Background: an optimization exercise with open tools, aiming at small area, a short achievable clock period and few clock cycles per item. Do not read the settings as production practice.
RTL that was checked went through simulation tests only; none was proved equivalent to the original.
The RTL of runs 1 and 2 was laid out without a check of its function.
Power and IR drop assume default switching activity.

## design/flow/config.mk

```make
export PLATFORM = sky130hd
export DESIGN_NAME = lookup_cache_top
export DESIGN_NICKNAME = lookup_cache_top
export VERILOG_FILES = /design/flow/design.v
export SDC_FILE = /design/flow/constraint.sdc
export NUM_CORES = 4
export LEC_CHECK = 0
export CAP_MARGIN = 20
export CORE_MARGIN = 2
export CORE_UTILIZATION = 40
export CTS_BUF_LIST = sky130_fd_sc_hd__clkbuf_8
export CTS_CLUSTER_DIAMETER = 50
export CTS_CLUSTER_SIZE = 10
export SETUP_SLACK_MARGIN = 4.6
export SLEW_MARGIN = 20
```

## design/flow/constraint.sdc

```tcl
create_clock -name core_clock -period 7.5 [get_ports {clk}]
set_input_delay 1.5000 -clock core_clock [delete_from_list [all_inputs] [get_ports {clk}]]
set_output_delay 1.5000 -clock core_clock [all_outputs]
set_load 0.01 [all_outputs]
```

## design/flow/design.v

```verilog
`default_nettype none
package lkp_pkg;
    typedef logic [2-1:0] mshr_idx_t;
    typedef struct packed {
        logic [3-1:0] order_id;
        logic                    so;
        logic [5-1:0]   reg_entry;
        logic [4-1:0]   rob_entry;
    } lkp_meta_t;
    typedef struct packed {
        logic [20-1:0] key;
        lkp_meta_t              meta;
    } lkp_req_t;
    typedef struct packed {
        logic [20-1:0] result;
        lkp_meta_t              meta;
    } lkp_rsp_t;
    typedef struct packed {
        logic [20-1:0] key;
        mshr_idx_t              idx;
    } c2a_req_t;
    typedef enum logic [1:0] {
        S_IDLE,
        S_SEARCH,
        S_RESOLVE
    } slot_state_e;
endpackage
`default_nettype wire
`timescale 1ns/100ps
`default_nettype none
module lookup_cache_top (
    input  wire                      clk,
    input  wire                      rst,
    input  wire                      req_valid_i,
    input  wire  [20+(3 + 1 + 5 + 4)-1:0] req_i,
    output logic                     req_ready_o,
    output logic                     rsp_valid_o,
    output logic [20+(3 + 1 + 5 + 4)-1:0] rsp_o,
    input  wire                      rsp_ready_i,
    output logic                     c2a_vld_o,
    output logic [20-1:0]   c2a_info_o,
    output logic [10-1:0] c2a_req_id_o,
    input  wire                      a2c_rdy_i,
    input  wire                      a2c_rsp_vld_i,
    input  wire  [10-1:0] a2c_rsp_id_i,
    input  wire  [20-1:0]   a2c_rslt_i
);
    localparam int KW = 20;
    localparam int RW = 20;
    localparam int MW = (3 + 1 + 5 + 4);
    localparam int NE = 16;
    localparam int EW = 4;
    localparam int NS = 4;
    localparam int SW = 2;
    logic          sv_q, rv_q, tv_q, ready_q;
    logic [KW-1:0] skey_q, rkey_q, tkey_q;
    logic [MW-1:0] smeta_q, rmeta_q, tmeta_q;
    logic [NE-1:0] tm_q;             
    logic          thv_q, thp_q;     
    logic [NE-1:0] kv_q;             
    logic [NE-1:0] cv_q;             
    logic [KW-1:0] key_q  [NE];
    logic [RW-1:0] rslt_q [NE];
    logic [EW-1:0] ptr_q;            
    logic [NE-1:0] ptr_oh_q;         
    logic [NS-1:0] busy_q;
    logic [NS-1:0] rdy_q;            
    logic [EW-1:0] ent_q  [NS];
    logic [MW-1:0] meta_q [NS];
    logic          qv_q;
    logic [SW-1:0] qslot_q;
    logic [NE-1:0] qent_q;
    logic          av_q;
    logic [SW-1:0] aid_q;
    logic [RW-1:0] ard_q;
    logic          cvld_q;
    logic [KW-1:0] ckey_q;
    logic [SW-1:0] cid_q;
    logic          ov_q;
    logic [RW-1:0] ores_q;
    logic [MW-1:0] ometa_q;
    logic [NS-1:0] free_vec;
    logic [SW-1:0] fsel;
    logic          any_free;
    always_comb begin
        fsel = '0;
        for (int s = NS - 1; s >= 0; s--) begin
            if (!busy_q[s]) fsel = SW'(s);
        end
    end
    assign free_vec = ~busy_q;
    assign any_free = |free_vec;
    logic lk_ptr;
    always_comb begin
        lk_ptr = 1'b0;
        for (int s = 0; s < NS; s++) begin
            if (busy_q[s] && ent_q[s] == ptr_q) lk_ptr = 1'b1;
        end
    end
    logic o_free, c_free, t_miss;
    assign o_free = !ov_q || rsp_ready_i;
    assign c_free = !cvld_q || a2c_rdy_i;
    assign t_miss = !thv_q && !thp_q;
    logic s_fire;        
    logic h_fire;        
    logic p_fire;        
    logic a_fire;        
    logic skip;          
    logic t_free, r_free;
    assign s_fire = qv_q && o_free;
    assign h_fire = tv_q && thv_q && !qv_q && o_free;
    assign p_fire = tv_q && !t_miss && !h_fire && any_free;
    assign a_fire = tv_q && t_miss && any_free && c_free && !lk_ptr;
    assign skip   = tv_q && t_miss && lk_ptr;
    assign t_free = !tv_q || h_fire || p_fire || a_fire;
    assign r_free = !rv_q || t_free;
    assign req_ready_o = ready_q;
    logic [EW-1:0] a_ent;
    logic [NE-1:0] a_dec;
    assign a_ent = ent_q[aid_q];
    always_comb begin
        for (int e = 0; e < NE; e++) begin
            a_dec[e] = av_q && (a_ent == EW'(e));
        end
    end
    logic [EW-1:0] tm_idx;
    always_comb begin
        tm_idx = '0;
        for (int e = 0; e < NE; e++) begin
            if (tm_q[e]) tm_idx = tm_idx | EW'(e);
        end
    end
    logic          fwd_on, fwd_eq;
    logic [NE-1:0] m1, m1_v;
    assign fwd_on = tv_q && t_miss;
    assign fwd_eq = (tkey_q == rkey_q);
    always_comb begin
        for (int e = 0; e < NE; e++) begin
            if (fwd_on && ptr_oh_q[e]) begin
                m1[e]   = fwd_eq;
                m1_v[e] = 1'b0;
            end else begin
                m1[e]   = kv_q[e] && (key_q[e] == rkey_q);
                m1_v[e] = m1[e] && cv_q[e];
            end
        end
    end
    logic [NS-1:0] cand;
    logic [SW-1:0] pick;
    always_comb begin
        pick = '0;
        for (int s = 0; s < NS; s++) begin
            cand[s] = busy_q[s] && rdy_q[s] && !(qv_q && qslot_q == SW'(s));
        end
        for (int s = NS - 1; s >= 0; s--) begin
            if (cand[s]) pick = SW'(s);
        end
    end
    always_ff @(posedge clk or posedge rst) begin
        if (rst) begin
            sv_q   <= 1'b0;
            ready_q <= 1'b1;
            rv_q   <= 1'b0;
            tv_q   <= 1'b0;
            kv_q   <= '0;
            cv_q   <= '0;
            ptr_q  <= '0;
            ptr_oh_q <= NE'(1);
            busy_q <= '0;
            rdy_q  <= '0;
            qv_q   <= 1'b0;
            av_q   <= 1'b0;
            cvld_q <= 1'b0;
            ov_q   <= 1'b0;
        end else begin
            if (r_free) begin
                rv_q    <= sv_q || req_valid_i;
                sv_q    <= 1'b0;
                ready_q <= 1'b1;
            end else if (req_valid_i && !sv_q) begin
                sv_q    <= 1'b1;
                ready_q <= 1'b0;
            end
            if (t_free) begin
                tv_q <= rv_q;
            end
            av_q <= a2c_rsp_vld_i;
            cv_q <= cv_q | a_dec;
            if (a_fire) begin
                kv_q <= kv_q | ptr_oh_q;
                cv_q <= (cv_q | a_dec) & ~ptr_oh_q;
            end
            if (a_fire || skip) begin
                ptr_q    <= ptr_q + 1'b1;
                ptr_oh_q <= {ptr_oh_q[NE-2:0], ptr_oh_q[NE-1]};
            end
            for (int s = 0; s < NS; s++) begin
                if (av_q && busy_q[s] && ent_q[s] == a_ent) rdy_q[s] <= 1'b1;
            end
            if (s_fire) begin
                busy_q[qslot_q] <= 1'b0;
            end
            if (p_fire || a_fire) begin
                busy_q[fsel] <= 1'b1;
                rdy_q[fsel]  <= p_fire && |(tm_q & (cv_q | a_dec));
            end
            if (!qv_q || s_fire) begin
                qv_q <= |cand;
            end
            if (a_fire) begin
                cvld_q <= 1'b1;
            end else if (a2c_rdy_i) begin
                cvld_q <= 1'b0;
            end
            if (s_fire || h_fire) begin
                ov_q <= 1'b1;
            end else if (rsp_ready_i) begin
                ov_q <= 1'b0;
            end
        end
    end
    logic [NE-1:0] osel;
    logic [RW-1:0] omux;
    always_comb begin
        omux = '0;
        osel = qv_q ? qent_q : tm_q;
        for (int e = 0; e < NE; e++) begin
            if (osel[e]) omux = omux | rslt_q[e];
        end
    end
    always_ff @(posedge clk) begin
        if (!sv_q) begin
            skey_q  <= req_i[KW+MW-1:MW];
            smeta_q <= req_i[MW-1:0];
        end
        if (r_free) begin
            rkey_q  <= sv_q ? skey_q  : req_i[KW+MW-1:MW];
            rmeta_q <= sv_q ? smeta_q : req_i[MW-1:0];
        end
        if (t_free) begin
            tkey_q  <= rkey_q;
            tmeta_q <= rmeta_q;
            tm_q    <= m1;
            thv_q   <= |m1_v;
            thp_q   <= |(m1 & ~m1_v);
        end
        ard_q <= a2c_rslt_i;
        aid_q <= a2c_rsp_id_i[SW-1:0];
        for (int e = 0; e < NE; e++) begin
            if (a_dec[e]) rslt_q[e] <= ard_q;
        end
        for (int e = 0; e < NE; e++) begin
            if (a_fire && ptr_oh_q[e]) key_q[e] <= tkey_q;
        end
        if (p_fire || a_fire) begin
            ent_q[fsel]  <= a_fire ? ptr_q : tm_idx;
            meta_q[fsel] <= tmeta_q;
        end
        if (!qv_q || s_fire) begin
            qslot_q <= pick;
            for (int e = 0; e < NE; e++) begin
                qent_q[e] <= (ent_q[pick] == EW'(e));
            end
        end
        if (a_fire) begin
            ckey_q <= tkey_q;
            cid_q  <= fsel;
        end
        if (s_fire) begin
            ores_q  <= omux;
            ometa_q <= meta_q[qslot_q];
        end else if (h_fire) begin
            ores_q  <= omux;
            ometa_q <= tmeta_q;
        end
    end
    assign rsp_valid_o  = ov_q;
    assign rsp_o        = {ores_q, ometa_q};
    assign c2a_vld_o    = cvld_q;
    assign c2a_info_o   = ckey_q;
    assign c2a_req_id_o = {{(10 - SW){1'b0}}, cid_q};
endmodule
`default_nettype wire
```

## design/flow/flow/run.sh

```bash
#!/bin/bash
# The standard layout, with plain buffers (buf_2) on the ports in place
# of the delay buffers buffer_ports picks by default. Everything else is the
# standard flow. The tool output goes to standard_flow.log here.
set -euo pipefail
export BUFFER_PORTS_ARGS="-buffer_cell sky130_fd_sc_hd__buf_2"
bash standard.sh > standard_flow.log 2>&1
```

## design/flow/standard.sh

```bash
#!/bin/bash
# synth_recipe.tcl (not shown) runs the flow's synth.tcl, then flattens the netlist and writes it again
# the make line also repeats each setting of config.mk as NAME=value (left out here)
make -C /OpenROAD-flow-scripts/flow DESIGN_CONFIG=/design/flow/config.mk WORK_HOME=/design/flow/orfs CLKGATE_MAP_FILE= SYNTH_SCRIPT=/design/flow/synth_recipe.tcl "${@:-finish}"
```

==> metrics.yaml, run 1 <==
max_slew_margin_pct: 35.3
design.final.nets: 2513
setup_tns_ns: 0
top_layer: "met4"
drt_iter0_drc: 2429
synth.avg_cell_area_um2: 17.2
drv_slew: 0
ios: 135
path_buf_inv: 1
grt_pass1_wl_um: 144000
cap_violations: 0
crit_required_ns: 8.02
grt_max_degree: 69
power.density_nw_per_um2: 426
crit_path_top_delay_cell: "o41ai_1"
vias: 20900
place_congestion: 0.855
synth-edff-count: 865
yosysTopAreaCell: "edfxtp_1"
ys_top_cells_by_area: "edfxtp_1 (68%), xor2_1 (6.9%), dfrtp_1 (4.3%)"
rows: 113
crit_family: "compound AO/OA/AOI/OAI gates"
finalCritPeriodShare_pct: 39.7
clkLatencyLatePin_ns: 0.80
numCtsBuffers: 114
worstPathArrival_ns: 3.50
coreArea_um2: 95000
worstPathCellList: "buf_4 > xor2_1 > nor4_1 > nand4_1 > o41ai_1 > o2111ai_1 > o31ai_1 > nand4b_1"
drive_above_1_share_pct: 20.8
fillers: 8223
grt_pass1_vias: 21300
hold_viol: 0
chipWidth_um: 314
rsz0062_at_grt: "yes"
worst-setup-path-type: "reg2reg"
cts_tree: "built"
dr_wl_met2_um: 49300
yosysWarnings: 3
cts_hold_buf: 0
peakVddDrop_v: 0.000268
vias_per_cell: 5.49
cts.path.max_buffers: 3
die_h_um: 314
synth_cell_types: 69
worstSetupStartpointType: "register"
wl_um: 99100
holdCritPathClass: "reg2reg"
dr.pass1.iters: 7
worstMarginPinSlew_ns: 0.969
p_leak_nw: 14.8
regArea_um2: 28800
end_kind: "register"
fp.dieArea_um2: 98300
run_status: "no timing/DRC/antenna violations"
clock-sinks: 990
ys_seq_area_share_pct: 75.2
drtAntennaViolNets: 0
critical-path-max-stage-delay_ns: 0.53
skew_ns: 0.0720
path_clk_slew_ns: 0.08
ctsHtreeMaxLevel: 3
synth.cell_area_um2: 38300
netlist_instances: 2229
min_period_ns: 2.98
multi_input_area_um2: 9160
wl_per_cell_um: 26.1
area_growth_pct: 12.6
dr_wl_met3_um: 6020
root_buffer: "clkbuf_8"
met1Wirelength_um: 41500
synth_ff_type: "edfxtp_1"
synth_top_area_share_pct: 67.7
clock.fmax_mhz: 336
final_area_um2: 43200
antenna_found_initial: 4
synthArstFlopShare_pct: 6.87
grt-ovfl-total: 0
dpl.hpwl_um: 53600
track_usage_pct: 20.0
place_area_um2: 40600
start_util_pct: 40.4
ys_seq_elements: 990
io_buffers: 118
setup_viol: 0
remaining_drc_errors: 0
path_max_fanout: 18
[power by group]
part	internal [mW]	total [mW]	leakage, nW	switching, mW
combinational	2.11	6.26	4.25	4.14
clock	1.61	3.53	1.34	1.92
sequential	7.86	8.58	9.21	0.719
total	11.6	18.4	14.8	6.78
[area by class of cell]
type                    instances  share of cell area, %
clock buffers                 119                   3.80
diodes                          6                 0.0348
clock inverters                85                   1.11
well taps                    1265                   3.67
flip-flops and latches        990                   66.8
multi-input cells            1117                   21.2
repair buffers                200                   3.16
inverters                      20                  0.220
[metal layers]
layer  up-vias  track usage, %
met5         -               0
met4         0            5.69
met3       154            2.90
met2       782            33.9
met1     10900            27.1
li1       9040               -
[what timing repair did]
action,4_1_cts,5_1_grt
pin swaps,14,5
buffers inserted,6,7
gates cloned,2,0
endpoints found under the setup margin,561,408
resized for setup,54,35
[kinds of logic (layout without fill, tap and decap cells)]
| family | count (synthesis) | in the layout | share of synthesized area, % |
|---|---|---|---|
| buffers and inverters | 131 | 424 | 1.72 |
| multiplexers | 109 | 109 | 3.68 |
| AO/OA/AOI/OAI | 269 | 269 | 5.79 |
| AND/OR/NAND/NOR | 353 | 355 | 5.03 |
| other | 1 | 14 | 0.00978 |
| adder cells (fa/ha/maj) | 1 | 1 | 0.0326 |
| flip-flops | 990 | 990 | 75.2 |
| XOR/XNOR | 375 | 375 | 8.57 |
[Yosys cell counts, types with 41 or more instances]
cell,number
edfxtp_1,865
a221oi_1,84
a22o_1,84
dfxtp_1,57
xor2_1,301
nor4_1,68
nor2_1,71
nand2_1,48
mux2_2,84
nand4_1,63
buf_2,41
dfrtp_1,66
xnor2_1,74
clkbuf_1,45
[stage by stage]
stage | std cells | worst slack, ns | util (%) | hold slack (ns) | power [mW]
2_1_floorplan | 2236 | 3.72 | - | 0.400 | 12.3
3_3_place_gp | 3577 | 3.43 | 42.7 | 0.406 | 14.6
3_5_place_dp | 3577 | 3.37 | 42.7 | 0.406 | 14.7
4_1_cts | 3789 | 4.50 | 45.2 | 0.422 | 18.3
5_1_grt | 3799 | 4.44 | 45.4 | 0.438 | 19.2
6_report | 3802 | 4.52 | 45.4 | 0.421 | 18.4
[sequential cells by signal, summed over array words and instances (netlist names), 4 cells and up, named ones only]
signal    count
ptr_q         4
rslt_q      320
ent_q        16
smeta_q      13
rdy_q         4
skey_q       20
ometa_q      13
tkey_q       20
tm_q         16
ckey_q       20
rmeta_q      13
qent_q       16
meta_q       52
ard_q        20
tmeta_q      13
busy_q        4
rkey_q       20
key_q       320
kv_q         16
ores_q       20
ptr_oh_q     16
cv_q         16
[path summary, 6_finish.rpt]
path / startpoint / end / slack (ns) / cells past startpoint
worst min register to register: rmeta_q[9]$_DFFE_PN_ / tmeta_q[9]$_DFFE_PP_ / 0.42 / 0
worst max-delay path: rkey_q[16]$_DFFE_PN_ / thp_q$_DFFE_PP_ / 4.52 / 8
max in group asynchronous: rst / ptr_q[3]$_DFFE_PP0P_ / 5.80 / 3
min in group asynchronous: rst / cvld_q$_DFFE_PP0P_ / 1.01 / 3
worst max register to register: rkey_q[16]$_DFFE_PN_ / thp_q$_DFFE_PP_ / 4.52 / 8
worst min-delay path: rmeta_q[9]$_DFFE_PN_ / tmeta_q[9]$_DFFE_PP_ / 0.42 / 0
[placed cells by master (no fill, tap or decap), drive strengths merged, types with 48 or more instances in the layout]
cell / instances
mux2: 84
dfrtp: 66
buf: 197
xor2: 301
nand2: 48
nor2: 74
xnor2: 74
nand4: 63
inv: 96
edfxtp: 865
a22o: 84
dfxtp: 57
a221oi: 86
clkbuf: 122
nor4: 70
==> inputs of run 2 (changes only) <==
--- a/design/flow/config.mk
+++ b/design/flow/config.mk
@@ -8,8 +8,8 @@
 export CAP_MARGIN = 20
 export CORE_MARGIN = 2
 export CORE_UTILIZATION = 40
-export CTS_BUF_LIST = sky130_fd_sc_hd__clkbuf_8
-export CTS_CLUSTER_DIAMETER = 50
-export CTS_CLUSTER_SIZE = 10
+export CTS_BUF_LIST = sky130_fd_sc_hd__clkbuf_16
+export CTS_CLUSTER_DIAMETER = 60
+export CTS_CLUSTER_SIZE = 22
 export SETUP_SLACK_MARGIN = 4.6
 export SLEW_MARGIN = 20
==> run 2 against run 1 <==
Compared with the run above:
- first-iteration DRC count decreased by 0.25%
- synthesized cell count unchanged
- synthesized area unchanged
- count of clock-buffer cells in the layout decreased by 39
- combinational power increased by 3%
- sequential share of layout area decreased by 1.4 points
- die area unchanged
- maximum frequency increased by 2.6%
- register-to-register slack improved by 0.08 ns
- clock power increased by 25%
- total power increased by 5.9%
- via count increased by 0.46%
==> metrics.yaml, run 2 <==
top_layer: "met4"  # unchanged
coreArea_um2: 95000  # unchanged
p_int_mw: 12.3  # was 11.6 mW
cts.path.max_buffers: 3  # unchanged
switching_power_mw: 7.14  # was 6.78 mW
synth_commonest_cells: "edfxtp_1 (865), xor2_1 (301), a221oi_1 (84), a22o_1 (84), mux2_2 (84)"  # unchanged
grt_pass1_vias: 20900  # was 21.3k
crit_required_ns: 7.87  # was 8.02 ns
ctsHtreeMaxLevel: 3  # unchanged
worstPathArrival_ns: 3.27  # was 3.50 ns
p_leak_nw: 14.9  # was 14.8 nW
crit_family: "simple AND/OR/NAND/NOR gates"  # was compound AO/OA/AOI/OAI gates
p_sw_share_pct: 36.7  # was 36.9%
cts_hold_buf: 0  # unchanged
track_usage_pct: 20.1  # was 20.0%
peakVddDrop_v: 0.000260  # was 0.000268 V
rsz0062_at_grt: "no"  # was yes
grt_pass1_wl_um: 144000  # about the same
run_status: "no timing/DRC/antenna violations"  # unchanged
clkLatencyLatePin_ns: 0.66  # was 0.80 ns
clock-sinks: 990  # unchanged
seqPwrFrac_pct: 44.1  # was 46.7%
end_kind: "register"  # unchanged
dr_wl_met2_um: 49700  # was 49,300 um
skew_ns: 0.0389  # was 0.0720 ns
root_buffer: "clkbuf_16"  # was clkbuf_8
ios: 135  # unchanged
drtAntennaViolNets: 0  # unchanged
yosysMostFrequentCell: "edfxtp_1"  # unchanged
cts_tree: "built"  # unchanged
ys_seq_area_share_pct: 75.2  # unchanged
start_util_pct: 40.4  # unchanged
setup_viol: 0  # unchanged
setup_tns_ns: 0  # unchanged
fp.dieArea_um2: 98300  # unchanged
place_congestion: 0.855  # unchanged
rows: 113  # unchanged
synth.avg_cell_area_um2: 17.2  # unchanged
power_mw: 19.5  # was 18.4 mW
wl_um: 99900  # was 99,100 um
grt_max_degree: 69  # unchanged
post-route-util_pct: 46.4  # was 45.4%
fin_cells: 3750  # was 3,802
synth_ff_type: "edfxtp_1"  # unchanged
worstSetupStartpointType: "register"  # unchanged
setup_ws_ns: 4.60  # was 4.52 ns
vias: 21000  # was 20.9k
netlist_instances: 2229  # unchanged
final_common_cell: "edfxtp_1"  # unchanged
met1Wirelength_um: 41100  # was 41,500 um
antenna_found_initial: 0  # was 4
drv_slew: 0  # unchanged
place_ws_ns: 3.37  # unchanged
grt-ovfl-total: 0  # unchanged
synthArstFlopShare_pct: 6.87  # unchanged
combPwrFrac_pct: 33.2  # was 34.1%
dr.pass1.iters: 5  # was 7
vias_per_cell: 5.59  # was 5.49
placed_cells: 3577  # unchanged
min_period_ns: 2.90  # was 2.98 ns
clock.fmax_mhz: 344  # was 336 MHz
drt_iter0_drc: 2423  # was 2,429
remaining_drc_errors: 0  # unchanged
ys_top_cells_by_area: "edfxtp_1 (68%), xor2_1 (6.9%), dfrtp_1 (4.3%)"  # unchanged
yosysTopAreaCell: "edfxtp_1"  # unchanged
clkPwrFrac_pct: 22.7  # was 19.2%
path_clk_slew_ns: 0.08  # about the same
chipWidth_um: 314  # unchanged
area_growth_pct: 15.0  # was 12.6%
io_buffers: 118  # unchanged
dr_wl_met3_um: 6910  # was 6020 um
cap_violations: 0  # unchanged
max_slew_margin_pct: 35.0  # was 35.3%
hold_viol: 0  # unchanged
path_max_fanout: 18  # unchanged
layout_common_cells: "edfxtp_1 (865), xor2_1 (301), buf_2 (118)"  # was edfxtp_1 (865), xor2_1 (301), clkbuf_8 (122), buf_2 (116), inv_1 (88)
top_regs: "key_q (320), rslt_q (320), meta_q (52)"  # unchanged
finalCritPeriodShare_pct: 38.7  # was 39.7%
worstMarginPinSlew_ns: 0.972  # was 0.969 ns
holdCritPathClass: "reg2reg"  # unchanged
power.density_nw_per_um2: 441  # was 426 nW/um2
fillers: 8092  # was 8,223
worst-setup-path-type: "reg2reg"  # unchanged
crit_path_top_delay_cell: "o41ai_2"  # was o41ai_1
worstPathCellList: "buf_6 > xor2_1 > nor4_1 > nand4_1 > o41ai_2 > o2111ai_1 > o31ai_1 > nand4b_1"  # was buf_4 > xor2_1 > nor4_1 > nand4_1 > o41ai_1 > o2111ai_1 > o31ai_1 > nand4b_1
die_h_um: 314  # unchanged
numCtsBuffers: 78  # was 114
drive_above_1_share_pct: 22.5  # was 20.8%
synth_cell_types: 69  # unchanged
yosysWarnings: 3  # unchanged
critical-path-max-stage-delay_ns: 0.44  # was 0.53 ns
dpl.hpwl_um: 53600  # unchanged
path_buf_inv: 1  # unchanged
wl_per_cell_um: 26.7  # was 26.1 um
synth.cell_area_um2: 38300  # unchanged
design.final.nets: 2493  # was 2,513
synth_top_area_share_pct: 67.7  # unchanged
synth-edff-count: 865  # unchanged
ys_seq_elements: 990  # unchanged
[run 2: kinds of logic (layout without fill, tap and decap cells)]
| logic type | after synthesis | after routing | synth area share [%] |
|---|---|---|---|
| mux | 109 | 109 | 3.68 |
| other cells | 1 | 9 | 0.00978 |
| compound gates | 269 | 269 | 5.79 |
| flops | 990 | 990 | 75.2 |
| simple gates | 353 | 358 | 5.03 |
| xor+xnor | 375 | 375 | 8.57 |
| fa+ha+maj | 1 | 1 | 0.0326 |
| buf+inv | 131 | 374 | 1.72 |
[run 2: power groups by stage]
| stage | registers, mW | clock network (mW) | logic [mW] |
|---|---|---|---|
| 2_1_floorplan | 8.60 | 0 | 3.70 |
| 3_3_place_gp | 8.62 | 0 | 5.94 |
| 3_5_place_dp | 8.69 | 0 | 6.01 |
| 4_1_cts | 8.57 | 4.48 | 6.21 |
| 5_1_grt | 8.71 | 4.69 | 6.86 |
| 6_report | 8.59 | 4.41 | 6.45 |
[run 2: timing repair]
| action | in CTS | in global routing |
|---|---|---|
| pin swaps | 14 | 21 |
| resized for setup | 64 | 58 |
| setup buffers | 5 | 21 |
| gates cloned | 5 | 0 |
| setup endpoints to repair | 551 | 357 |
[run 2: final cells by class]
class	count	area, um2	share of cell area, %
Clock buffer	80	2000	4.54
Antenna cell	1	2.50	0.00568
Multi-Input combinational cell	1120	9270	21.0
Clock inverter	61	752	1.71
Inverter	20	95.1	0.216
Sequential cell	990	28800	65.4
Tap cell	1265	1580	3.59
Timing Repair Buffer	213	1560	3.54
[run 2: path summary, 6_finish.rpt]
kind / startpoint / end / cells after the start / slack, ns
max reg2reg: rkey_q[16]$_DFFE_PN_ / thp_q$_DFFE_PP_ / 8 / 4.60
min: rmeta_q[9]$_DFFE_PN_ / tmeta_q[9]$_DFFE_PP_ / 0 / 0.42
max in group asynchronous: rst / qv_q$_DFFE_PP0N_ / 3 / 5.66
min in group asynchronous: rst / cvld_q$_DFFE_PP0P_ / 3 / 1.13
max: rkey_q[16]$_DFFE_PN_ / thp_q$_DFFE_PP_ / 8 / 4.60
min reg2reg: rmeta_q[9]$_DFFE_PN_ / tmeta_q[9]$_DFFE_PP_ / 0 / 0.42
[run 2: layer usage]
| layer | up-vias | global-route usage [%] |
|---|---|---|
| met4 | 0 | 4.92 |
| met3 | 153 | 3.25 |
| met5 | - | 0 |
| met1 | 11000 | 27.2 |
| li1 | 9005 | - |
| met2 | 815 | 33.9 |
[run 2: through the flow]
step	hold slack, ns	cell area (um2)
4_1_cts	0.420	43600
2_1_floorplan	0.400	38500
6_report	0.416	44100
3_3_place_gp	0.406	40600
3_5_place_dp	0.406	40600
5_1_grt	0.431	44100
[run 2: worst reg2reg max path: stages, from the launching register on]
cell       delay, ns
edfxtp_1        0.39
buf_6           0.23
xor2_1          0.21
nor4_1          0.35
nand4_1         0.37
o41ai_2         0.45
o2111ai_1       0.17
o31ai_1         0.28
nand4b_1        0.18
==> inputs of run 3 (changes only) <==
--- a/design/flow/design.v
+++ b/design/flow/design.v
@@ -56,7 +56,8 @@
     logic [KW-1:0] skey_q, rkey_q, tkey_q;
     logic [MW-1:0] smeta_q, rmeta_q, tmeta_q;
     logic [NE-1:0] tm_q;             
-    logic          thv_q, thp_q;     
+    logic [3:0]    thv4_q, thp4_q;   
+    logic          thv, thp;
     logic [NE-1:0] kv_q;             
     logic [NE-1:0] cv_q;             
     logic [KW-1:0] key_q  [NE];
@@ -71,7 +72,7 @@
     logic [SW-1:0] qslot_q;
     logic [NE-1:0] qent_q;
     logic          av_q;
-    logic [SW-1:0] aid_q;
+    logic [EW-1:0] aent_q;           
     logic [RW-1:0] ard_q;
     logic          cvld_q;
     logic [KW-1:0] ckey_q;
@@ -100,7 +101,9 @@
     logic o_free, c_free, t_miss;
     assign o_free = !ov_q || rsp_ready_i;
     assign c_free = !cvld_q || a2c_rdy_i;
-    assign t_miss = !thv_q && !thp_q;
+    assign thv    = |thv4_q;
+    assign thp    = |thp4_q;
+    assign t_miss = !thv && !thp;
     logic s_fire;        
     logic h_fire;        
     logic p_fire;        
@@ -108,7 +111,7 @@
     logic skip;          
     logic t_free, r_free;
     assign s_fire = qv_q && o_free;
-    assign h_fire = tv_q && thv_q && !qv_q && o_free;
+    assign h_fire = tv_q && thv && !qv_q && o_free;
     assign p_fire = tv_q && !t_miss && !h_fire && any_free;
     assign a_fire = tv_q && t_miss && any_free && c_free && !lk_ptr;
     assign skip   = tv_q && t_miss && lk_ptr;
@@ -117,7 +120,7 @@
     assign req_ready_o = ready_q;
     logic [EW-1:0] a_ent;
     logic [NE-1:0] a_dec;
-    assign a_ent = ent_q[aid_q];
+    assign a_ent = aent_q;
     always_comb begin
         for (int e = 0; e < NE; e++) begin
             a_dec[e] = av_q && (a_ent == EW'(e));
@@ -241,19 +244,21 @@
             tkey_q  <= rkey_q;
             tmeta_q <= rmeta_q;
             tm_q    <= m1;
-            thv_q   <= |m1_v;
-            thp_q   <= |(m1 & ~m1_v);
+            for (int g = 0; g < 4; g++) begin
+                thv4_q[g] <= |m1_v[4*g +: 4];
+                thp4_q[g] <= |(m1[4*g +: 4] & ~m1_v[4*g +: 4]);
+            end
         end
         ard_q <= a2c_rslt_i;
-        aid_q <= a2c_rsp_id_i[SW-1:0];
+        aent_q <= ent_q[a2c_rsp_id_i[SW-1:0]];
         for (int e = 0; e < NE; e++) begin
             if (a_dec[e]) rslt_q[e] <= ard_q;
         end
         for (int e = 0; e < NE; e++) begin
             if (a_fire && ptr_oh_q[e]) key_q[e] <= tkey_q;
         end
-        if (p_fire || a_fire) begin
-            ent_q[fsel]  <= a_fire ? ptr_q : tm_idx;
+        if (any_free) begin
+            ent_q[fsel]  <= t_miss ? ptr_q : tm_idx;
             meta_q[fsel] <= tmeta_q;
         end
         if (!qv_q || s_fire) begin
@@ -262,16 +267,13 @@
                 qent_q[e] <= (ent_q[pick] == EW'(e));
             end
         end
-        if (a_fire) begin
+        if (c_free) begin
             ckey_q <= tkey_q;
             cid_q  <= fsel;
         end
-        if (s_fire) begin
+        if (o_free) begin
             ores_q  <= omux;
-            ometa_q <= meta_q[qslot_q];
-        end else if (h_fire) begin
-            ores_q  <= omux;
-            ometa_q <= tmeta_q;
+            ometa_q <= qv_q ? meta_q[qslot_q] : tmeta_q;
         end
     end
     assign rsp_valid_o  = ov_q;
==> run 3 against run 2 <==
Compared with the run above:
- via count down 2.1%
- die area rose by 0.71%
- utilization down 0.66 points
- non-clock buffer count fell by 25
- still clean
- flip-flop and latch count increased by 8
==> metrics.yaml, run 3 <==
run_status: "no timing/DRC/antenna violations"  # unchanged
top_regs: "key_q (320), rslt_q (320), meta_q (52)"  # unchanged
min_period_ns: 2.87  # was 2.90 ns
yosysTopAreaCell: "edfxtp_1"  # unchanged
synth_commonest_cells: "edfxtp_1 (871), xnor2_1 (268), xor2_1 (104)"  # was edfxtp_1 (865), xor2_1 (301), a221oi_1 (84), a22o_1 (84), mux2_2 (84)
yosysMostFrequentCell: "edfxtp_1"  # unchanged
peakVddDrop_v: 0.000270  # was 0.000260 V
worst_hold_path.endpoint: "tmeta_q[4]$_DFFE_PP_"  # was tmeta_q[9]$_DFFE_PP_
dr.pass1.iters: 8  # was 5
drt_iter0_drc: 2163  # was 2,423
r2r_start: "ptr_q[1]$_DFFE_PP0P_"  # was rkey_q[16]$_DFFE_PN_
clkLatencyLatePin_ns: 0.67  # was 0.66 ns
layout_common_cells: "edfxtp_1 (871), xnor2_1 (268), buf_2 (118), xor2_1 (104), nand4_1 (97)"  # was edfxtp_1 (865), xor2_1 (301), buf_2 (118)
track_usage_pct: 19.6  # was 20.1%
netlist_instances: 2219  # was 2,229
drive_above_1_share_pct: 20.8  # was 22.5%
power_mw: 18.1  # was 19.5 mW
place_area_um2: 40800  # was 40,600 um2
cts_tree: "built"  # unchanged
synth_cell_types: 66  # was 69
place_ws_ns: 3.46  # was 3.37 ns
min_from: "rmeta_q[4]$_DFFE_PN_"  # was rmeta_q[9]$_DFFE_PN_
fp.dieArea_um2: 99000  # was 98,300 um2
ys_top_cells_by_area: "edfxtp_1 (68%), xnor2_1 (6.1%), dfrtp_1 (4.3%)"  # was edfxtp_1 (68%), xor2_1 (6.9%), dfrtp_1 (4.3%)
synth-edff-count: 871  # was 865
yosysWarnings: 3  # unchanged
r2r_end: "key_q[12][2]$_DFFE_PP_"  # was thp_q$_DFFE_PP_
hold_depth: 0  # unchanged
worstMarginPinSlew_ns: 1.12  # was 0.972 ns
area_growth_pct: 12.9  # was 15.0%
skew_ns: 0.0331  # was 0.0389 ns
setup_tns_ns: 0  # unchanged
worst-setup-path-type: "reg2reg"  # unchanged
io_buffers: 118  # unchanged
antenna_found_initial: 0  # unchanged
ctsHtreeMaxLevel: 3  # unchanged
grt_max_degree: 69  # unchanged
finalCritPeriodShare_pct: 38.3  # was 38.7%
path_clk_slew_ns: 0.08  # about the same
cap_violations: 0  # unchanged
path_max_fanout: 22  # was 18
wl_um: 97800  # was 99,900 um
synth.cell_area_um2: 38600  # was 38,300 um2
r2r_slack_ns: 4.63  # was 4.60 ns
die_h_um: 315  # was 314 um
p_leak_nw: 14.4  # was 14.9 nW
holdCritPathClass: "reg2reg"  # unchanged
design.final.nets: 2454  # was 2,493
drv_slew: 0  # unchanged
ys_seq_elements: 998  # was 990
final_common_cell: "edfxtp_1"  # unchanged
vias: 20500  # was 21.0k
start_util_pct: 40.5  # was 40.4%
rows: 113  # unchanged
worstSetupStartpointType: "register"  # unchanged
max_slew_margin_pct: 25.1  # was 35.0%
synthArstFlopShare_pct: 6.81  # was 6.87%
ios: 135  # unchanged
dpl.hpwl_um: 53500  # was 53,600 um
root_buffer: "clkbuf_16"  # unchanged
crit_required_ns: 7.79  # was 7.87 ns
drtAntennaViolNets: 0  # unchanged
hold_viol: 0  # unchanged
place_congestion: 0.826  # was 0.855
chipWidth_um: 315  # was 314 um
setup_viol: 0  # unchanged
cts.path.max_buffers: 3  # unchanged
synth.avg_cell_area_um2: 17.4  # was 17.2 um2
grt-ovfl-total: 0  # unchanged
remaining_drc_errors: 0  # unchanged
wl_per_cell_um: 26.4  # was 26.7 um
vias_per_cell: 5.55  # was 5.59
rsz0062_at_grt: "yes"  # was no
synth_top_area_share_pct: 67.7  # about the same
grt_pass1_vias: 20600  # was 20.9k
timing.hold.ws_ns: 0.429  # was 0.416 ns
coreArea_um2: 95300  # was 95,000 um2
numCtsBuffers: 73  # was 78
clock.fmax_mhz: 348  # was 344 MHz
clock-sinks: 998  # was 990
antenna_cells: 0  # was 1
worstPathArrival_ns: 3.17  # was 3.27 ns
final_area_um2: 43600  # was 44,100 um2
grt_pass1_wl_um: 141000  # was 144,000 um
ys_seq_area_share_pct: 75.2  # about the same
reg2reg_depth: 7  # was 8
cts_hold_buf: 0  # unchanged
end_kind: "register"  # unchanged
setup_ws_ns: 4.63  # was 4.60 ns
power.density_nw_per_um2: 415  # was 441 nW/um2
synth_ff_type: "edfxtp_1"  # unchanged
## run 3: changes by cell type in the layout (fill, tap and decap cells not counted), moves of 21 or more
cell,previous run,this run
xnor2_1,74,268
nor4_1,59,34
xor2_1,301,104
nor2_1,61,40
buf_6,24,0
nand4_1,63,97
## run 3: worst max-delay path by stage
stage	from	to
CTS	qv_q$_DFFE_PP0N_	qent_q[12]$_DFFE_PN_
global placement	a2c_rdy_i	rkey_q[17]$_DFFE_PN_
global route	ptr_q[1]$_DFFE_PP0P_	key_q[12][13]$_DFFE_PP_
detailed placement	a2c_rdy_i	rkey_q[17]$_DFFE_PN_
floorplan	a2c_rdy_i	thp4_q[0]$_DFFE_PP_
finish	ptr_q[1]$_DFFE_PP0P_	key_q[12][2]$_DFFE_PP_
## run 3: area by class of cell
type / count / area, um2
clock buffers: 73 / 1830
clock inverters: 59 / 662
fillers: 8211 / 51700
inverters: 16 / 72.6
multi-input cells: 1099 / 9250
flip-flops and latches: 998 / 29000
well taps: 1265 / 1580
repair buffers: 188 / 1160
## run 3: stage by stage
step / cells / utilization [%]
final: 3698 / 45.7
after global routing: 3698 / 45.7
after floorplan: 2226 / -
after detailed placement: 3551 / 42.9
after global placement: 3550 / 42.8
after CTS: 3691 / 45.6
## run 3: repair_timing
action                                  CTS  global route
buffers inserted                          7             6
gates resized for setup                  14            16
pin swaps                                 3             1
endpoints found under the setup margin  524           194
cloned                                    1             1
## run 3: logic make-up after synthesis
family | after synthesis | synth area share [%]
other | 1 | 0.00971
AND/OR/NAND/NOR | 363 | 5.56
adder cells (fa/ha/maj) | 9 | 0.292
XOR/XNOR | 372 | 8.44
flip-flops | 998 | 75.2
buffers and inverters | 131 | 1.68
multiplexers | 110 | 3.71
AO/OA/AOI/OAI | 235 | 5.12
## run 3: report_power, final
group	internal (mW)	leakage (nW)	switching, mW
registers	7.56	9.36	0.561
logic	2.05	3.83	3.82
clock network	2.03	1.23	2.08
total	11.6	14.4	6.47
## run 3: critical path: stages, from the launching register on
cell and delay, ns:
dfrtp_1 0.51, xnor2_1 0.18, nand3_1 0.11, nor3_1 0.07, nor4_4 0.60, and4_4 0.39, buf_12 0.14, and2_2 0.48
## run 3: per-layer routing
metal | wire length (um) | track usage, % | vias up
met5 | 0 | 0 | -
met4 | 1720 | 4.55 | 0
met1 | 40500 | 26.0 | 10800
met2 | 49700 | 33.8 | 680
met3 | 5860 | 3.24 | 120
li1 | - | - | 8924
Testbench counts of run 3, summed over its fixed seeds: cycles 8,451, items 8,000.
==> inputs of run 4 (changes only) <==
==> design/flow/flow/run.sh (replaced) <==
#!/bin/bash
# The standard layout, with plain buffers (buf_2) on the ports in place
# of the delay buffers buffer_ports picks by default, and clock tree
# synthesis without dummy loads. Everything else is the standard flow.
# The tool output goes to standard_flow.log here.
set -euo pipefail
export BUFFER_PORTS_ARGS="-buffer_cell sky130_fd_sc_hd__buf_2"
export CTS_ARGS="-sink_clustering_enable -repair_clock_nets -dont_use_dummy_load -sink_clustering_size 30 -sink_clustering_max_diameter 80 -buf_list sky130_fd_sc_hd__clkbuf_16"
bash standard.sh > standard_flow.log 2>&1
--- a/design/flow/config.mk
+++ b/design/flow/config.mk
@@ -9,7 +9,7 @@
 export CORE_MARGIN = 2
 export CORE_UTILIZATION = 40
 export CTS_BUF_LIST = sky130_fd_sc_hd__clkbuf_16
-export CTS_CLUSTER_DIAMETER = 60
-export CTS_CLUSTER_SIZE = 22
+export CTS_CLUSTER_DIAMETER = 80
+export CTS_CLUSTER_SIZE = 30
 export SETUP_SLACK_MARGIN = 4.6
 export SLEW_MARGIN = 20
==> run 4 against run 3 <==
Compared with the run above:
- utilization down 1.5 points
- register-to-register slack better by 0.06 ns
- worst setup slack better by 0.058 ns
- design area down 3.3%
- combinational power about the same
- global-route usage down 0.32 points
- synthesized area unchanged
- cell count down 2.4%
==> metrics.yaml, run 4 <==
numCtsBuffers: 43  # was 73
drtAntennaViolNets: 0  # unchanged
yosysMostFrequentCell: "edfxtp_1"  # unchanged
track_usage_pct: 19.3  # was 19.6%
antenna_found_initial: 0  # unchanged
synth.cell_area_um2: 38600  # unchanged
coreArea_um2: 95300  # unchanged
power_mw: 16.6  # was 18.1 mW
peakVddDrop_v: 0.000218  # was 0.000270 V
layout_common_cells: "edfxtp_1 (871), xnor2_1 (268), buf_2 (118), xor2_1 (104), nand4_1 (97)"  # unchanged
worst_hold_path.endpoint: "tmeta_q[8]$_DFFE_PP_"  # was tmeta_q[4]$_DFFE_PP_
finalCritPeriodShare_pct: 37.6  # was 38.3%
start_util_pct: 40.5  # unchanged
worstPathCellList: "buf_4 > xnor2_1 > nand4_1 > nor4_1 > nand4_1 > a22oi_1 > nand2_1"  # was xnor2_1 > nand3_1 > nor3_1 > nor4_4 > and4_4 > buf_12 > and2_2
ys_seq_area_share_pct: 75.2  # unchanged
cts_tree: "built"  # unchanged
synth.avg_cell_area_um2: 17.4  # unchanged
drv_slew: 0  # unchanged
yosysTopAreaCell: "edfxtp_1"  # unchanged
crit_top_cell: "nand4_1"
min_from: "rmeta_q[8]$_DFFE_PN_"  # was rmeta_q[4]$_DFFE_PN_
multi_input_area_um2: 9250  # unchanged
die_h_um: 315  # unchanged
vias_per_cell: 5.60  # was 5.55
dpl.hpwl_um: 53500  # unchanged
chipWidth_um: 315  # unchanged
run_status: "no timing/DRC/antenna violations"  # unchanged
design.final.nets: 2424  # was 2,454
place_congestion: 0.826  # unchanged
wl_per_cell_um: 26.8  # was 26.4 um
grt-ovfl-total: 0  # unchanged
clock-sinks: 998  # unchanged
top_regs: "key_q (320), rslt_q (320), meta_q (52)"  # unchanged
vias: 20200  # was 20.5k
end_kind: "register"  # unchanged
drive_above_1_share_pct: 18.1  # was 20.8%
ys_seq_elements: 998  # unchanged
hold_depth: 0  # unchanged
skew_ns: 0.101  # was 0.0331 ns
r2r_start: "rkey_q[10]$_DFFE_PN_"  # was ptr_q[1]$_DFFE_PP0P_
ctsHtreeMaxLevel: 2  # was 3
clkLatencyLatePin_ns: 0.65  # was 0.67 ns
remaining_drc_errors: 0  # unchanged
worstMarginPinSlew_ns: 1.08  # was 1.12 ns
worst-setup-path-type: "reg2reg"  # unchanged
path_clk_slew_ns: 0.11  # was 0.08 ns
final_common_cell: "edfxtp_1"  # unchanged
path_max_fanout: 18  # was 22
holdCritPathClass: "reg2reg"  # unchanged
ys_top_cells_by_area: "edfxtp_1 (68%), xnor2_1 (6.1%), dfrtp_1 (4.3%)"  # unchanged
grt_pass1_vias: 20200  # was 20.6k
r2r_slack_ns: 4.68  # was 4.63 ns
fillers: 8328  # was 8,211
drt_iter0_drc: 2125  # was 2,163
max_slew_margin_pct: 27.1  # was 25.1%
rsz0062_at_grt: "yes"  # unchanged
cap_violations: 0  # unchanged
regArea_um2: 29000  # about the same
cts.path.max_buffers: 3  # unchanged
hold_viol: 0  # unchanged
fp.dieArea_um2: 99000  # unchanged
critical-path-max-stage-delay_ns: 0.93  # was 0.60 ns
reg2reg_depth: 7  # unchanged
wl_um: 96600  # was 97,800 um
worstPathArrival_ns: 3.17  # about the same
synth_top_area_share_pct: 67.7  # unchanged
setup_viol: 0  # unchanged
crit_path_top_delay_cell: "nor4_1"  # was nor4_4
crit_required_ns: 7.85  # was 7.79 ns
grt_max_degree: 69  # unchanged
netlist_instances: 2219  # unchanged
power.density_nw_per_um2: 393  # was 415 nW/um2
synth-edff-count: 871  # unchanged
yosysWarnings: 3  # unchanged
synthArstFlopShare_pct: 6.81  # unchanged
io_buffers: 118  # unchanged
r2r_end: "thp4_q[1]$_DFFE_PP_"  # was key_q[12][2]$_DFFE_PP_
grt_pass1_wl_um: 139000  # was 141,000 um
synth_commonest_cells: "edfxtp_1 (871), xnor2_1 (268), xor2_1 (104)"  # unchanged
synth_ff_type: "edfxtp_1"  # unchanged
ios: 135  # unchanged
area_growth_pct: 9.19  # was 12.9%
dr.pass1.iters: 5  # was 8
p_leak_nw: 13.7  # was 14.4 nW
worstSetupStartpointType: "register"  # unchanged
worstSetupStartpoint: "rkey_q[10]$_DFFE_PN_"  # was ptr_q[1]$_DFFE_PP0P_
min_period_ns: 2.82  # was 2.87 ns
rows: 113  # unchanged
root_buffer: "clkbuf_16"  # unchanged
synth_cell_types: 66  # unchanged
setup_tns_ns: 0  # unchanged
clock.fmax_mhz: 355  # was 348 MHz
## run 4: cell counts after synthesis
Identical to the previous run, type by type.
## run 4: report_power, final
group	internal [mW]	leakage, nW	switching (mW)	total, mW
combinational	2.04	3.82	3.81	5.84
clock	1.03	0.530	1.60	2.63
sequential	7.55	9.36	0.561	8.11
## run 4: area by class of cell
type / instances / area share, %
antenna: 1 / 0.00594
clock buffer: 43 / 2.55
inverter: 16 / 0.178
multi-input combinational: 1099 / 21.9
sequential: 998 / 68.9
tap: 1265 / 3.75
timing repair buffer: 188 / 2.69
## run 4: how the worst max path moves through the flow
stage                             end  cells after the start
4_1_cts        key_q[0][19]$_DFFE_PP_                      6
6_report          thp4_q[1]$_DFFE_PP_                      7
3_5_place_dp     rkey_q[17]$_DFFE_PN_                      5
5_1_grt           thp4_q[0]$_DFFE_PP_                      7
3_3_place_gp     rkey_q[17]$_DFFE_PN_                      5
2_1_floorplan     thp4_q[0]$_DFFE_PP_                      5
## run 4: critical path, delay by kind of cell (launching register included)
kind | cells | cell delay (ns)
xor gates and xnor gates | 1 | 0.19
buffers and inverters | 1 | 0.41
AOI/OAI and AO/OA | 1 | 0.23
DFF | 1 | 0.34
and+or+nand+nor | 4 | 1.34
## run 4: per-stage QoR
stage / util [%] / area, um2 / hold slack [ns] / setup WS [ns] / instances
after global placement: 42.8 / 40800 / 0.412 / 3.52 / 3550
after detailed placement: 42.9 / 40800 / 0.412 / 3.46 / 3551
final: 44.2 / 42200 / 0.400 / 4.68 / 3610
after floorplan: - / 38700 / 0.400 / 3.98 / 2226
after global routing: 44.2 / 42200 / 0.411 / 4.58 / 3609
after CTS: 44.1 / 42100 / 0.406 / 4.60 / 3604
## run 4: cells by family (layout without fill, tap and decap cells)
| kind of cell | after synthesis | after routing | share of synthesized area, % |
|---|---|---|---|
| other | 1 | 9 | 0.00971 |
| adders and majority gates | 9 | 9 | 0.292 |
| muxes | 110 | 110 | 3.71 |
| xor gates and xnor gates | 372 | 372 | 8.44 |
| DFF | 998 | 998 | 75.2 |
| AOI/OAI and AO/OA | 235 | 236 | 5.12 |
| and+or+nand+nor | 363 | 364 | 5.56 |
| buffers and inverters | 131 | 247 | 1.68 |
## run 4: timing repair
item | CTS | global route
resized for setup | 15 | 13
hold buffers | 0 | 0
pin swaps | 3 | 1
cloned | 2 | 0
hold endpoints to repair | 0 | 0
buffers inserted | 8 | 5
endpoints found under the setup margin | 527 | 141
## run 4: layer usage
layer	share of wire, %	vias up	wire length, um	GRT usage [%]
li1	-	8767	-	-
met1	41	10600	39800	26.0
met2	51	720	49300	33.6
met3	6.2	102	5960	2.62
met4	1.7	0	1610	3.69
met5	0	-	0	0
==> inputs of run 5 (changes only) <==
--- a/design/flow/design.v
+++ b/design/flow/design.v
@@ -55,9 +55,8 @@
     logic          sv_q, rv_q, tv_q, ready_q;
     logic [KW-1:0] skey_q, rkey_q, tkey_q;
     logic [MW-1:0] smeta_q, rmeta_q, tmeta_q;
-    logic [NE-1:0] tm_q;             
+    logic [EW-1:0] tidx_q;           
     logic [3:0]    thv4_q, thp4_q;   
-    logic          thv, thp;
     logic [NE-1:0] kv_q;             
     logic [NE-1:0] cv_q;             
     logic [KW-1:0] key_q  [NE];
@@ -70,17 +69,21 @@
     logic [MW-1:0] meta_q [NS];
     logic          qv_q;
     logic [SW-1:0] qslot_q;
-    logic [NE-1:0] qent_q;
-    logic          av_q;
-    logic [EW-1:0] aent_q;           
-    logic [RW-1:0] ard_q;
+    logic [EW-1:0] qent_q;
     logic          cvld_q;
     logic [KW-1:0] ckey_q;
     logic [SW-1:0] cid_q;
     logic          ov_q;
     logic [RW-1:0] ores_q;
     logic [MW-1:0] ometa_q;
-    logic [NS-1:0] free_vec;
+    logic [EW-1:0] a_ent;
+    logic [NE-1:0] a_dec;
+    assign a_ent = ent_q[a2c_rsp_id_i[SW-1:0]];
+    always_comb begin
+        for (int e = 0; e < NE; e++) begin
+            a_dec[e] = a2c_rsp_vld_i && (a_ent == EW'(e));
+        end
+    end
     logic [SW-1:0] fsel;
     logic          any_free;
     always_comb begin
@@ -89,8 +92,7 @@
             if (!busy_q[s]) fsel = SW'(s);
         end
     end
-    assign free_vec = ~busy_q;
-    assign any_free = |free_vec;
+    assign any_free = |(~busy_q);
     logic lk_ptr;
     always_comb begin
         lk_ptr = 1'b0;
@@ -98,7 +100,7 @@
             if (busy_q[s] && ent_q[s] == ptr_q) lk_ptr = 1'b1;
         end
     end
-    logic o_free, c_free, t_miss;
+    logic o_free, c_free, thv, thp, t_miss;
     assign o_free = !ov_q || rsp_ready_i;
     assign c_free = !cvld_q || a2c_rdy_i;
     assign thv    = |thv4_q;
@@ -118,26 +120,13 @@
     assign t_free = !tv_q || h_fire || p_fire || a_fire;
     assign r_free = !rv_q || t_free;
     assign req_ready_o = ready_q;
-    logic [EW-1:0] a_ent;
-    logic [NE-1:0] a_dec;
-    assign a_ent = aent_q;
-    always_comb begin
-        for (int e = 0; e < NE; e++) begin
-            a_dec[e] = av_q && (a_ent == EW'(e));
-        end
-    end
-    logic [EW-1:0] tm_idx;
-    always_comb begin
-        tm_idx = '0;
-        for (int e = 0; e < NE; e++) begin
-            if (tm_q[e]) tm_idx = tm_idx | EW'(e);
-        end
-    end
     logic          fwd_on, fwd_eq;
     logic [NE-1:0] m1, m1_v;
+    logic [EW-1:0] m1_idx;
     assign fwd_on = tv_q && t_miss;
     assign fwd_eq = (tkey_q == rkey_q);
     always_comb begin
+        m1_idx = '0;
         for (int e = 0; e < NE; e++) begin
             if (fwd_on && ptr_oh_q[e]) begin
                 m1[e]   = fwd_eq;
@@ -146,6 +135,7 @@
                 m1[e]   = kv_q[e] && (key_q[e] == rkey_q);
                 m1_v[e] = m1[e] && cv_q[e];
             end
+            if (m1[e]) m1_idx = m1_idx | EW'(e);
         end
     end
     logic [NS-1:0] cand;
@@ -161,20 +151,19 @@
     end
     always_ff @(posedge clk or posedge rst) begin
         if (rst) begin
-            sv_q   <= 1'b0;
-            ready_q <= 1'b1;
-            rv_q   <= 1'b0;
-            tv_q   <= 1'b0;
-            kv_q   <= '0;
-            cv_q   <= '0;
-            ptr_q  <= '0;
+            sv_q     <= 1'b0;
+            ready_q  <= 1'b1;
+            rv_q     <= 1'b0;
+            tv_q     <= 1'b0;
+            kv_q     <= '0;
+            cv_q     <= '0;
+            ptr_q    <= '0;
             ptr_oh_q <= NE'(1);
-            busy_q <= '0;
-            rdy_q  <= '0;
-            qv_q   <= 1'b0;
-            av_q   <= 1'b0;
-            cvld_q <= 1'b0;
-            ov_q   <= 1'b0;
+            busy_q   <= '0;
+            rdy_q    <= '0;
+            qv_q     <= 1'b0;
+            cvld_q   <= 1'b0;
+            ov_q     <= 1'b0;
         end else begin
             if (r_free) begin
                 rv_q    <= sv_q || req_valid_i;
@@ -187,7 +176,6 @@
             if (t_free) begin
                 tv_q <= rv_q;
             end
-            av_q <= a2c_rsp_vld_i;
             cv_q <= cv_q | a_dec;
             if (a_fire) begin
                 kv_q <= kv_q | ptr_oh_q;
@@ -198,14 +186,14 @@
                 ptr_oh_q <= {ptr_oh_q[NE-2:0], ptr_oh_q[NE-1]};
             end
             for (int s = 0; s < NS; s++) begin
-                if (av_q && busy_q[s] && ent_q[s] == a_ent) rdy_q[s] <= 1'b1;
+                if (a2c_rsp_vld_i && busy_q[s] && ent_q[s] == a_ent) rdy_q[s] <= 1'b1;
             end
             if (s_fire) begin
                 busy_q[qslot_q] <= 1'b0;
             end
             if (p_fire || a_fire) begin
                 busy_q[fsel] <= 1'b1;
-                rdy_q[fsel]  <= p_fire && |(tm_q & (cv_q | a_dec));
+                rdy_q[fsel]  <= p_fire && (cv_q[tidx_q] || a_dec[tidx_q]);
             end
             if (!qv_q || s_fire) begin
                 qv_q <= |cand;
@@ -222,13 +210,13 @@
             end
         end
     end
-    logic [NE-1:0] osel;
+    logic [EW-1:0] oent;
     logic [RW-1:0] omux;
     always_comb begin
         omux = '0;
-        osel = qv_q ? qent_q : tm_q;
-        for (int e = 0; e < NE; e++) begin
-            if (osel[e]) omux = omux | rslt_q[e];
+        oent = qv_q ? qent_q : tidx_q;
+        for (int e = 0; e < NE; e++) begin
+            if (oent == EW'(e)) omux = omux | rslt_q[e];
         end
     end
     always_ff @(posedge clk) begin
@@ -243,29 +231,23 @@
         if (t_free) begin
             tkey_q  <= rkey_q;
             tmeta_q <= rmeta_q;
-            tm_q    <= m1;
+            tidx_q  <= m1_idx;
             for (int g = 0; g < 4; g++) begin
                 thv4_q[g] <= |m1_v[4*g +: 4];
                 thp4_q[g] <= |(m1[4*g +: 4] & ~m1_v[4*g +: 4]);
             end
         end
-        ard_q <= a2c_rslt_i;
-        aent_q <= ent_q[a2c_rsp_id_i[SW-1:0]];
-        for (int e = 0; e < NE; e++) begin
-            if (a_dec[e]) rslt_q[e] <= ard_q;
-        end
-        for (int e = 0; e < NE; e++) begin
+        for (int e = 0; e < NE; e++) begin
+            if (a_dec[e]) rslt_q[e] <= a2c_rslt_i;
             if (a_fire && ptr_oh_q[e]) key_q[e] <= tkey_q;
         end
         if (any_free) begin
-            ent_q[fsel]  <= t_miss ? ptr_q : tm_idx;
+            ent_q[fsel]  <= t_miss ? ptr_q : tidx_q;
             meta_q[fsel] <= tmeta_q;
         end
         if (!qv_q || s_fire) begin
             qslot_q <= pick;
-            for (int e = 0; e < NE; e++) begin
-                qent_q[e] <= (ent_q[pick] == EW'(e));
-            end
+            qent_q  <= ent_q[pick];
         end
         if (c_free) begin
             ckey_q <= tkey_q;
==> run 5 against run 4 <==
Compared with the run above:
- critical path depth shrank 2
- largest power group unchanged
- highest routed layer unchanged
- cell count increased by 2.7%
- count of clock-buffer cells in the layout unchanged
- first-iteration DRC count fell by 2.4%
- via count increased by 2.4%
- sequential power decreased by 3.7%
- non-clock buffer count up 67
- critical path type is now in2reg
- still clean
==> metrics.yaml, run 5 <==
run_status: "no timing/DRC/antenna violations"  # unchanged
worstPathArrival_ns: 3.23  # was 3.17 ns
antenna_cells: 0  # was 1
power_mw: 16.1  # was 16.6 mW
dpl.hpwl_um: 54100  # was 53,500 um
end_kind: "register"  # unchanged
cts_hold_buf: 0  # unchanged
clkLatencyLatePin_ns: 0.63  # was 0.65 ns
netlist_instances: 2261  # was 2,219
fp.dieArea_um2: 96800  # was 99,000 um2
rsz0062_at_grt: "yes"  # unchanged
place_area_um2: 40100  # was 40,800 um2
antenna_found_initial: 1  # was 0
crit_path_top_delay_cell: "o31ai_1"  # was nor4_1
worstPathCellList: "buf_2 > nor2b_1 > buf_4 > o31ai_1 > or2_4"  # was buf_4 > xnor2_1 > nand4_1 > nor4_1 > nand4_1 > a22oi_1 > nand2_1
ios: 135  # unchanged
worstSetupStartpointType: "input pin"  # was register
ctsHtreeMaxLevel: 2  # unchanged
grt_max_degree: 68  # was 69
yosysWarnings: 3  # unchanged
peakVddDrop_v: 0.000288  # was 0.000218 V
path_clk_slew_ns: 0.11  # about the same
start_util_pct: 40.4  # was 40.5%
drv_slew: 0  # unchanged
ys_top_cells_by_area: "edfxtp_1 (67%), xor2_1 (8.0%), dfrtp_1 (4.3%)"  # was edfxtp_1 (68%), xnor2_1 (6.1%), dfrtp_1 (4.3%)
fin_cells: 3708  # was 3,610
drive_above_1_share_pct: 19.8  # was 18.1%
grt_pass1_wl_um: 139000  # about the same
design.final.nets: 2534  # was 2,424
synth_commonest_cells: "edfxtp_1 (847), xor2_1 (345), a22oi_1 (90)"  # was edfxtp_1 (871), xnor2_1 (268), xor2_1 (104)
skew_ns: 0.104  # was 0.101 ns
yosysTopAreaCell: "edfxtp_1"  # unchanged
synth_top_area_share_pct: 67.4  # was 67.7%
synth_ff_type: "edfxtp_1"  # unchanged
wl_um: 97200  # was 96,600 um
holdCritPathClass: "reg2reg"  # unchanged
crit_family: "compound AO/OA/AOI/OAI gates"  # was simple AND/OR/NAND/NOR gates
remaining_drc_errors: 0  # unchanged
min_period_ns: 2.99  # was 2.82 ns
wl_per_cell_um: 26.2  # was 26.8 um
placed_cells: 3585  # was 3,551
ys_seq_area_share_pct: 73.7  # was 75.2%
cap_violations: 0  # unchanged
setup_tns_ns: 0  # unchanged
hold_viol: 0  # unchanged
clock.fmax_mhz: 335  # was 355 MHz
track_usage_pct: 19.4  # was 19.3%
grt-ovfl-total: 0  # unchanged
drtAntennaViolNets: 0  # unchanged
drt_iter0_drc: 2074  # was 2,125
layout_common_cells: "edfxtp_1 (847), xor2_1 (345), buf_4 (120), buf_2 (116), a22oi_1 (90)"  # was edfxtp_1 (871), xnor2_1 (268), buf_2 (118), xor2_1 (104), nand4_1 (97)
ys_seq_elements: 949  # was 998
power.density_nw_per_um2: 383  # was 393 nW/um2
grt_pass1_vias: 20400  # was 20.2k
rows: 112  # was 113
root_buffer: "clkbuf_16"  # unchanged
worstMarginPinSlew_ns: 1.23  # was 1.08 ns
final_area_um2: 42200  # about the same
setup_viol: 0  # unchanged
synth.cell_area_um2: 37700  # was 38,600 um2
numCtsBuffers: 43  # unchanged
post-route-util_pct: 45.1  # was 44.2%
cts_tree: "built"  # unchanged
coreArea_um2: 93500  # was 95,300 um2
dr.pass1.iters: 7  # was 5
vias_per_cell: 5.58  # was 5.60
path_buf_inv: 2  # was 1
io_buffers: 118  # unchanged
p_leak_nw: 14.6  # was 13.7 nW
place_congestion: 0.854  # was 0.826
synth.avg_cell_area_um2: 16.7  # was 17.4 um2
worst-setup-path-type: "in2reg"  # was reg2reg
area_growth_pct: 11.7  # was 9.19%
path_max_fanout: 12  # was 18
top_regs: "key_q (320), rslt_q (320), meta_q (52)"  # unchanged
critical-path-max-stage-delay_ns: 0.98  # was 0.93 ns
final_common_cell: "edfxtp_1"  # unchanged
finalCritPeriodShare_pct: 39.8  # was 37.6%
max_slew_margin_pct: 17.3  # was 27.1%
cts.path.max_buffers: 3  # unchanged
chipWidth_um: 311  # was 315 um
crit_required_ns: 7.74  # was 7.85 ns
yosysMostFrequentCell: "edfxtp_1"  # unchanged
synthArstFlopShare_pct: 7.06  # was 6.81%
clock-sinks: 949  # was 998
die_h_um: 311  # was 315 um
synth-edff-count: 847  # was 871
synth_cell_types: 66  # unchanged
vias: 20700  # was 20.2k
run 5: changes by cell type in the layout (fill, tap and decap cells not counted), sizes merged, moves of 40 or more:
cell	before	now
a22oi	7	90
nand4	97	21
a221oi	80	0
xnor2	268	38
buf	188	254
a221o	0	40
xor2	104	345
a22o	80	40
run 5: area by class of cell:
class | instances | area, um2
repair buffers | 255 | 1790
clock buffers | 43 | 1080
flip-flops and latches | 949 | 27800
fillers | 8114 | 51300
well taps | 1254 | 1570
multi-input cells | 1184 | 9810
inverters | 23 | 100
run 5: final timing paths:
path,startpoint,to,slack [ns],depth (start not counted)
setup / recovery,rsp_ready_i,tidx_q[2]$_SDFFCE_PP1P_,4.51,5
hold / removal,rmeta_q[6]$_DFFE_PN_,tmeta_q[6]$_DFFE_PP_,0.43,0
setup reg to reg,rkey_q[10]$_DFFE_PN_,tidx_q[2]$_SDFFCE_PP1P_,4.64,7
hold reg to reg,rmeta_q[6]$_DFFE_PN_,tmeta_q[6]$_DFFE_PP_,0.43,0
max in group asynchronous,rst,kv_q[9]$_DFFE_PP0P_,5.54,3
min in group asynchronous,rst,cv_q[13]$_DFF_PP0_,1.24,3
run 5: stage by stage:
step | setup WS, ns | hold slack (ns)
floorplan | 3.95 | 0.400
global placement | 3.29 | 0.407
detailed placement | 3.18 | 0.405
CTS | 4.56 | 0.430
global route | 4.55 | 0.451
finish | 4.51 | 0.431
run 5: power by group:
group	internal (mW)	switching [mW]	leakage [nW]	total, mW
logic	1.95	3.82	5.14	5.77
registers	7.27	0.536	8.96	7.81
clock network	1.03	1.52	0.530	2.55
total	10.2	5.88	14.6	16.1
run 5: cell families after synthesis:
group | count (synthesis) | share of synthesized area [%]
flops | 949 | 73.7
simple gates | 369 | 5.20
compound gates | 282 | 5.95
fa+ha+maj | 9 | 0.298
buf+inv | 153 | 1.93
xor+xnor | 383 | 8.89
mux | 115 | 4.01
other cells | 1 | 0.00994
run 5: worst register-to-register path, delay by kind of cell (launching register included):
family	cells	cell delay (ns)
xor+xnor	1	0.21
buf+inv	1	0.42
flops	1	0.34
compound gates	1	0.75
simple gates	4	0.95
run 5: metal layers:
| layer | up-vias | wire (um) | share of wire [%] | global-route usage (%) |
|---|---|---|---|---|
| met3 | 145 | 5340 | 5.5 | 2.33 |
| met5 | - | 0 | 0 | 0 |
| met1 | 10800 | 41500 | 43 | 26.6 |
| li1 | 8999 | - | - | - |
| met2 | 740 | 47600 | 49 | 32.7 |
| met4 | 0 | 2770 | 2.8 | 5.50 |
run 5: timing repair:
| item | 4_1_cts | 5_1_grt |
|---|---|---|
| gates resized for setup | 38 | 21 |
| pin swaps | 21 | 10 |
| endpoints found under the setup margin | 725 | 403 |
| buffers inserted | 45 | 17 |
| cloned | 12 | 6 |
Testbench counts of run 5, summed over its fixed seeds: cycles 8,381, items 8,000.

[separate check: timing with driven ports]
Ports are ideal in the flow. The routed layouts listed here were re-timed in OpenROAD. Step 1: set_driving_cell puts a clkbuf_16 on clk and a buf_2 on each other input, an assumption about the parent block. Step 2 moves the port delays by t, midway between the first and last clock arrival at a register: inputs arrive t later, outputs are due t later. That takes back most of the time a late clock gives input paths. Three values: no drivers, after step 1, after step 2; two values: the first two.
run	shift t [ns]	setup slack, ns	worst slew at a driven data input, ns
run 1	0.827	4.519 / 4.519 / 3.968	0.06
run 2	0.700	4.595 / 4.595 / 4.150	0.06
run 3	0.710	4.626 / 4.602 / 4.114	0.05
run 4	0.662	4.683 / 4.638 / 4.089	0.05
run 5	0.647	4.514 / 4.557 / 3.910	0.09
After both steps every run listed still meets setup and hold. For run 5, which loses most, drivers alone change the setup slack by +0.043 ns; drivers and shift together by -0.604 ns.
